Context: an optimization exercise on an open-source flow, tuned for small area, a short achievable clock period and few clock cycles. The choices shown serve that exercise and are no tape-out recipe.
RTL that was checked went through simulation tests only; none was proved equivalent to the original.
No activity file was given, so power comes from the tool's default toggle rates.

Setup of rev 12:
// memory_functional_unit
module memory_functional_unit #(
   parameter int NS = 2,     
   parameter int NQ = 1,     
   parameter int EXCL = 0,
   parameter int GOSAFE = 0
) (
   input  logic         clk,
   input  logic         nrst,
   input  logic [119:0] i_issue,
   input  logic         i_issue_valid,
   output logic         o_issue_ready,
   input  logic [35:0]  i_cdb,
   input  logic         i_cdb_valid,
   input  logic [4:0]   i_commit,
   input  logic         i_commit_valid,
   output logic [35:0]  o_cdb,
   output logic         o_cdb_valid,
   input  logic         i_cdb_ready,
   output logic [72:0]  o_mem,
   output logic         o_mem_valid,
   input  logic         i_mem_ready
);
   localparam int SW = (NS > 4) ? 3 : (NS > 2) ? 2 : 1;                 
   localparam int PW = (NS > 4) ? 4 : (NS > 2) ? 3 : (NS > 1) ? 2 : 1;  
   localparam int QW = (NQ > 4) ? 3 : (NQ > 2) ? 2 : 1;
   logic [3:0]  is_rob;
   logic        is_st;
   logic [1:0]  is_lo;
   logic [36:0] is_base, is_off, is_data;
   assign is_rob  = i_issue[119:116];
   assign is_st   = i_issue[113];
   assign is_lo   = i_issue[112:111];
   assign is_base = i_issue[110:74];
   assign is_off  = i_issue[73:37];
   assign is_data = i_issue[36:0];
   logic [3:0]  cdb_tag;
   logic [31:0] cdb_val;
   assign cdb_tag = i_cdb[35:32];
   assign cdb_val = i_cdb[31:0];
   logic [3:0]  sb_rob   [NS];
   logic [1:0]  sb_lo    [NS];
   logic [31:0] sb_addr  [NS];
   logic [31:0] sb_data  [NS];
   logic        sb_dfill [NS];
   logic        sb_pend  [NS];    
   logic        sb_aok   [NS];    
   logic        sb_live  [NS];    
   logic        sb_canc  [NS];    
   logic [PW-1:0] sb_head, sb_tail, sb_cptr;    
   logic [SW-1:0] hd, tl, cp;
   assign hd = (NS > 1) ? sb_head[SW-1:0] : '0;
   assign tl = (NS > 1) ? sb_tail[SW-1:0] : '0;
   assign cp = (NS > 1) ? sb_cptr[SW-1:0] : '0;
   logic [3:0]    q_rob  [NQ];
   logic          q_st   [NQ];
  ...
Size in the first run: ~290 flip-flops, ~280 I/O pins, roughly 17000 um^2 of cells after synthesis.
==> flow/config.mk <==
export PLATFORM = sky130hd
export DESIGN_NAME = memory_functional_unit
export DESIGN_NICKNAME = memory_functional_unit
export VERILOG_FILES = /design/flow/design.v
export SDC_FILE = /design/flow/constraint.sdc
export NUM_CORES = 4
export LEC_CHECK = 0
export ABC_AREA = 1
export CAP_MARGIN = 20
export CORE_MARGIN = 2
export CORE_UTILIZATION = 60
export SETUP_SLACK_MARGIN = 3.0
export SLEW_MARGIN = 20
==> flow/constraint.sdc <==
create_clock -name core_clock -period 7.0 [get_ports {clk}]
set_input_delay 1.4000 -clock core_clock [delete_from_list [all_inputs] [get_ports {clk}]]
set_output_delay 1.4000 -clock core_clock [all_outputs]
set_load 0.01 [all_outputs]
standard.sh (not shown) runs the stock make flow with config.mk's settings and CLKGATE_MAP_FILE= SYNTH_SCRIPT=/design/flow/synth_recipe.tcl, a recipe that flattens the netlist after the stock synthesis.
==> flow/flow/run.sh <==
#!/bin/bash
# Standard layout, with the port buffers made from the smallest buffer cell.
set -euo pipefail
bash standard.sh "BUFFER_PORTS_ARGS=-buffer_cell sky130_fd_sc_hd__buf_1" finish > standard_make.log 2>&1
Testbench counts of rev 12, summed over its fixed seeds: cycles 9,134.
> inputs changed (rev 12 -> rev 13)
-- flow/design.v --
<<< rev 12, line 140
   assign mem_take_st = sel_st && i_mem_ready;
   assign mem_take_ld = ld_offer && i_mem_ready;
   assign o_mem_valid = sel_st || ld_offer;
   assign o_mem = sel_st ? {sb_rob[hd], 3'b011, sb_lo[hd], sb_addr[hd], sb_data[hd]}
                         : {a_rob, 3'b010, a_lo, a_addr, sb_data[hd]};
   assign o_cdb_valid = fr_valid && sb_dfill[fr_idx];
   assign o_cdb       = {fr_rob, sb_data[fr_idx]};
>>> rev 13, line 140
   assign mem_take_st = sel_st && i_mem_ready;
   assign mem_take_ld = ld_offer && i_mem_ready;
   assign o_mem_valid = a_ld ? (st_held || a_off || !a_any) : st_cand;
   logic out_ld;
   assign out_ld = a_ld && !st_held;
   assign o_mem = out_ld ? {a_rob, 3'b010, a_lo, a_addr, sb_data[hd]}
                         : {sb_rob[hd], 3'b011, sb_lo[hd], sb_addr[hd], sb_data[hd]};
   assign o_cdb_valid = fr_valid && sb_dfill[fr_idx];
   assign o_cdb       = {fr_rob, sb_data[fr_idx]};
<<< rev 12, line 180
      end
   end
   logic [31:0] ad_b, ad_p, ad_g;
   logic [31:0] pg_g [6];
   logic [31:0] pg_p [6];
   always_comb begin
      ad_b = ad_off ^ {32{ad_minus}};
      ad_p = ad_base ^ ad_b;
      ad_g = ad_base & ad_b;
      pg_g[0]    = ad_g;
      pg_g[0][0] = ad_g[0] | (ad_p[0] & ad_minus);
      pg_p[0]    = ad_p;
      for (int l = 0; l < 5; l++) begin
         for (int i = 0; i < 32; i++) begin
            if (((i >> l) & 1) != 0) begin
               pg_g[l+1][i] = pg_g[l][i] | (pg_p[l][i] & pg_g[l][((i >> l) << l) - 1]);
               pg_p[l+1][i] = pg_p[l][i] & pg_p[l][((i >> l) << l) - 1];
            end else begin
               pg_g[l+1][i] = pg_g[l][i];
               pg_p[l+1][i] = pg_p[l][i];
            end
         end
      end
      ad_sum[0] = ad_p[0] ^ ad_minus;
      for (int i = 1; i < 32; i++) begin
         ad_sum[i] = ad_p[i] ^ pg_g[5][i-1];
      end
   end
   logic commit_st;
>>> rev 13, line 182
      end
   end
   logic [31:0] ad_px, ad_pl, ad_mi;
   logic [31:0] pp_g [6];
   logic [31:0] pp_p [6];
   logic [31:0] pm_g [6];
   logic [31:0] pm_p [6];
   always_comb begin
      ad_px   = ad_base ^ ad_off;
      pp_g[0] = ad_base & ad_off;
      pp_p[0] = ad_px;
      pm_g[0] = ad_base & ~ad_off;
      pm_p[0] = ~ad_px;
      pm_g[0][0] = pm_g[0][0] | pm_p[0][0];    
      for (int l = 0; l < 5; l++) begin
         for (int i = 0; i < 32; i++) begin
            if (((i >> l) & 1) != 0) begin
               pp_g[l+1][i] = pp_g[l][i] | (pp_p[l][i] & pp_g[l][((i >> l) << l) - 1]);
               pp_p[l+1][i] = pp_p[l][i] & pp_p[l][((i >> l) << l) - 1];
               pm_g[l+1][i] = pm_g[l][i] | (pm_p[l][i] & pm_g[l][((i >> l) << l) - 1]);
               pm_p[l+1][i] = pm_p[l][i] & pm_p[l][((i >> l) << l) - 1];
            end else begin
               pp_g[l+1][i] = pp_g[l][i];
               pp_p[l+1][i] = pp_p[l][i];
               pm_g[l+1][i] = pm_g[l][i];
               pm_p[l+1][i] = pm_p[l][i];
            end
         end
      end
      ad_pl[0] = ad_px[0];
      ad_mi[0] = ad_px[0];
      for (int i = 1; i < 32; i++) begin
         ad_pl[i] = ad_px[i] ^ pp_g[5][i-1];
         ad_mi[i] = ~ad_px[i] ^ pm_g[5][i-1];
      end
      ad_sum = ad_minus ? ad_mi : ad_pl;
   end
   logic commit_st;
==> summary.txt <==
Between rev 13 and rev 12, the portion of netlist area occupied by mux cells figures differ only marginally. For unique cell type count in the Yosys netlist, dividing the value from rev 13 by the value from rev 12 gives 1.09. Compared with rev 12, rev 13 ends up with more cell area. Max total power draw across rev 12 and rev 13: rev 13. The fraction of layout cells with a size suffix above 1 number comes out lower for rev 13 vs rev 12. Changes observed in rev 13 relative to rev 12: clock network power decreased about 4%; first-iteration DRC count rose 11%; combinational share of power increased by 4.1 points relative to the old numbers; final worst hold slack now larger; endpoint arrival time on the critical path -70 ps. Looking only at total via count in the routed design, and setting everything else aside, the lower value of rev 12 and rev 13 goes to rev 12. For rev 12, the top cell class by occupied area was flip-flops and latches, unlike rev 13, where it was multi-input combinational cells. Worst setup margin, rev 12 and rev 13, lower one = rev 12.
Function not checked in rev 13: the RTL went through the layout flow alone.

[what the ideal ports hide]
How much do the figures lean on ideal ports? The routed layouts below were timed once more, with nothing changed but the port constraints. Step 1 sets driving cells, clkbuf_16 on the clock port and buf_2 on the other inputs (assumed; they add their load-dependent delay and slew). Step 2 also shifts input and output timing later by t, the mid clock arrival at the registers, as if the neighbouring blocks saw the same clock. a / b / c = ideal ports / drivers / drivers and shift; a / b = the first two.
run	t, ns	slack for setup (ns)	worst hold slack (ns)	worst slew at a driven data input, ns	cell pins on the clock port's net
rev 12	0.562	3.002 / 2.949 / 2.519	0.448 / 0.448 / 0.448	0.09	1
rev 13	0.611	3.071 / 3.016 / 2.627	0.459 / 0.459 / 0.459	0.10	1
After both steps setup and hold are still met in every run listed. The setup slack of rev 12, which loses most, moves by -0.053 ns with the drivers and by -0.483 ns with both steps.
